This design comes from an exercise in tuning for small area, a short achievable clock period and few clock cycles per item on the open sky130 flow, not from production work.
Only simulation tests tie the RTL to the original design; equivalence was not proved.

==> flow/design.v (excerpt) <==
module multDivUnit (
  input  logic        clk,
  input  logic        reset,
  input  logic [2:0]  reqOp,
  input  logic [31:0] reqLOp,
  input  logic [31:0] reqROp,
  input  logic        reqValid,
  output logic        reqCredit,
  output logic [31:0] respResult,
  output logic        respDivByZero,
  output logic        respDivOverflow,
  output logic        respValid,
  input  logic        respCredit
);
  localparam logic [2:0] sGrant = 3'd0;   
  localparam logic [2:0] sWait  = 3'd1;   
  localparam logic [2:0] sPrep  = 3'd2;   
  localparam logic [2:0] sMul   = 3'd3;   
  localparam logic [2:0] sDiv   = 3'd4;   
  localparam logic [2:0] sCorr  = 3'd5;   
  localparam logic [2:0] sHold  = 3'd6;   
  localparam logic [2:0] sRfix  = 3'd7;   
  logic [2:0]  state;
  logic [1:0]  respCnt;
  logic [33:0] A;
  logic [34:0] H;
  logic [31:0] Lo;
  logic [4:0]  count;
  logic [5:0]  lzR;
  logic        isRem;
  logic        negR;
  logic        divAdd;
  logic        corr;
  logic        selLo;
  logic        dbz;
  logic        ovf;
  logic        yOne0;
  logic        yTwo0;
  logic        yInv0;
  logic        yOne1;
  logic        yTwo1;
  logic        yInv1;
  logic        yCin;
  logic        cin0;
  logic        qFix;
  function automatic logic [5:0] clz32(input logic [31:0] v);
    logic [15:0] v16;
    logic [7:0]  v8;
    logic [3:0]  v4;
    logic [1:0]  v2;
    logic        z16;
    logic        z8;
    logic        z4;
    logic        z2;
    z16 = (v[31:16] == 16'd0);
    v16 = z16 ? v[15:0] : v[31:16];
    z8  = (v16[15:8] == 8'd0);
    v8  = z8 ? v16[7:0] : v16[15:8];
    z4  = (v8[7:4] == 4'd0);
    v4  = z4 ? v8[3:0] : v8[7:4];
    z2  = (v4[3:2] == 2'd0);
    v2  = z2 ? v4[1:0] : v4[3:2];
    if (v == 32'd0) clz32 = 6'd32;
    else clz32 = {1'b0, z16, z8, z4, z2, ~v2[1]};
  endfunction
  function automatic logic [2:0] booth(input logic b1, input logic b0, input logic bm);
    booth = {b0 ^ bm, (b1 & ~b0 & ~bm) | (~b1 & b0 & bm), b1};
  endfunction
  logic        inDiv;
  logic        inSgnDiv;
  logic        inNegL;
  logic        inNegR;
  logic        inLZero;
  logic [5:0]  inLzL;
  logic [5:0]  inLzR;
  logic [2:0]  inBooth0;
  logic [2:0]  inBooth1;
  ...
Size: roughly 1900 cells after synthesis, roughly 130 flip-flops, ~110 I/O pins.
Settings: LEC_CHECK=0, CAP_MARGIN=20, CORE_MARGIN=2, CORE_UTILIZATION=40, SETUP_SLACK_MARGIN=1.5, SLEW_MARGIN=20; clock period 6.0 ns.
standard.sh (not shown) runs the stock make flow with config.mk's settings and CLKGATE_MAP_FILE= SYNTH_SCRIPT=/design/flow/synth_recipe.tcl, a recipe that flattens the netlist after the stock synthesis.
==> flow/flow/run.sh <==
#!/bin/bash
set -o pipefail
export BUFFER_PORTS_ARGS="-buffer_cell sky130_fd_sc_hd__buf_1"
bash standard.sh > standard.log 2>&1
Testbench counts at the start, summed over its fixed seeds: cycles 34,639, ops 3,200.
Next try:
--- a/flow/design.v
+++ b/flow/design.v
@@ -52,18 +52,21 @@
   logic        dbz;
   logic        ovf;
   logic        yOne0;
   logic        yTwo0;
   logic        yInv0;
   logic        yOne1;
   logic        yTwo1;
   logic        yInv1;
   logic        yCin;
+  logic        divMode;
+  logic        divSub;
+  logic        inv0;
   logic        cin0;
   logic        qFix;
   function automatic logic [5:0] clz32(input logic [31:0] v);
     logic [15:0] v16;
     logic [7:0]  v8;
     logic [3:0]  v4;
     logic [1:0]  v2;
     logic        z16;
     logic        z8;
@@ -112,39 +115,39 @@
   logic [36:0] aExt;
   logic [36:0] xVal;
   logic [36:0] yVal0;
   logic [36:0] yVal1;
   logic [36:0] csaS;
   logic [36:0] csaC;
   logic [36:0] sum;
   assign aExt  = {{3{A[33]}}, A};
   assign xVal  = {{2{H[34]}}, H};
-  assign cin0   = yCin ^ (qFix & Lo[0]);
-  assign yVal0  = (({37{yOne0}} & aExt) | ({37{yTwo0}} & {aExt[35:0], 1'b0})) ^ {37{yInv0}};
+  assign divSub = divMode & H[34];
+  assign inv0   = yInv0 ^ divSub;
+  assign cin0   = yCin ^ divSub ^ (qFix & Lo[0]);
+  assign yVal0  = (({37{yOne0}} & aExt) | ({37{yTwo0}} & {aExt[35:0], 1'b0})) ^ {37{inv0}};
   assign yVal1 = (({37{yOne1}} & {aExt[34:0], 2'b0}) | ({37{yTwo1}} & {aExt[33:0], 3'b0})) ^ {37{yInv1}};
   assign csaS  = xVal ^ yVal0 ^ yVal1;
   assign csaC  = (xVal & yVal0) | (xVal & yVal1) | (yVal0 & yVal1);
   prefixAdd #(.N(37)) i_add (
     .a   (csaS),
     .b   ({csaC[35:0], yInv1}),
     .cin (cin0),
     .s   (sum)
   );
   logic [6:0] shAmt;
   logic       skipDiv;
   logic       qBit;
-  logic       subNext;
   logic       fixNeed;
   logic       divNegL;
   logic [4:0] inLzLc;
   assign divNegL = divAdd ^ negR;
   assign qBit    = ~(sum[36] ^ negR);
-  assign subNext = ~sum[36] ^ divNegL;
   assign fixNeed = isRem ? negR : divAdd;
   assign inLzLc  = (inLzL == 6'd32) ? 5'd31 : inLzL[4:0];
   assign shAmt   = {2'b0, count} + {6'd0, negR} - {1'b0, lzR};
   assign skipDiv = dbz | shAmt[6];
   logic       lastStep;
   logic [2:0] nextState;
   logic       respNow;
   logic       corrMul;
   logic       corrDiv;
@@ -195,24 +198,26 @@
       end
       default: begin   
         respNow = 1'b1;
       end
     endcase
     if (respNow) nextState = avail ? sGrant : sHold;
   end
   always_ff @(posedge clk) begin
     if (reset) begin
+      divMode   <= 1'b0;
       qFix      <= 1'b0;
       state     <= sGrant;
       respCnt   <= 2'd0;
       reqCredit <= 1'b0;
       respValid <= 1'b0;
     end else begin
+      divMode   <= ((state == sPrep) && !skipDiv) || ((state == sDiv) && (!lastStep || (isRem && !qBit)));
       state     <= nextState;
       qFix      <= (state == sDiv) && lastStep && !isRem && fixNeed;
       respCnt   <= respCntNext;
       reqCredit <= (state == sGrant);
       respValid <= respNow && avail;
     end
   end
   always_ff @(posedge clk) begin
     {yOne0, yTwo0, yInv0, yCin} <= 4'b0000;
@@ -224,36 +229,36 @@
             yInv0 <= inNegR;
           end else begin
             {yOne0, yTwo0, yInv0} <= inBooth0;
             yCin                  <= inBooth0[0];
             {yOne1, yTwo1, yInv1} <= inBooth1;
           end
         end
       end
       sPrep: begin
-        if (!skipDiv) {yOne0, yInv0, yCin} <= {1'b1, ~divAdd, ~divAdd};
+        if (!skipDiv) {yOne0, yInv0, yCin} <= {1'b1, ~divNegL, ~divNegL};
       end
       sMul: begin
         if (!lastStep) begin
           {yOne0, yTwo0, yInv0} <= nextBooth0;
           yCin                  <= nextBooth0[0];
           {yOne1, yTwo1, yInv1} <= nextBooth1;
         end else if (corr) begin
           yOne0 <= 1'b1;                           
         end
       end
       sDiv: begin
         if (!lastStep) begin
-          {yOne0, yInv0, yCin} <= {1'b1, subNext, subNext};
+          {yOne0, yInv0, yCin} <= {1'b1, ~divNegL, ~divNegL};
         end else if (!isRem) begin
           if (fixNeed) {yOne0, yInv0, yCin} <= 3'b111;    
         end else if (!qBit) begin
-          {yOne0, yInv0, yCin} <= {1'b1, divAdd, divAdd};
+          {yOne0, yInv0, yCin} <= {1'b1, ~divNegL, ~divNegL};
         end else begin
           yCin <= negR;                                   
         end
       end
       sRfix: begin
         yCin <= negR;                                     
       end
       default: begin
       end
Non-clock buffer count is higher by 1; wire length is lower by about 2.4%; die area is higher by about 0.5%; hold slack gets better by 0.037 ns; clock-buffer cell count does not change; critical path depth is higher by 4; clock skew is lower by 0.0030 ns.
Testbench counts after the change, summed over its fixed seeds: cycles 34,639, ops 3,200.

-- afterwards: timing with drivers on the ports --
How much do the figures lean on ideal ports? The routed layouts below were timed once more, with nothing changed but the port constraints. Step 1, drivers: a clkbuf_16 drives clk and a buf_2 each remaining input, both assumed. Step 2, shift: input delay + t, output delay - t, t = (earliest + latest rising clock arrival at the registers) / 2. This alone moves slack from input paths to output paths. Three values: ideal, step 1, step 2; two values: the first two.
run | t (ns) | setup slack, ns | pins driven straight from the clock port
the first run | 0.504 | 1.692 / 1.695 / 1.220 | 1
the second run | 0.488 | 1.610 / 1.610 / 1.337 | 1
After both steps every run listed still meets setup and hold. The setup slack of the first run, which loses most, moves by +0.003 ns with the drivers and by -0.472 ns with both steps.
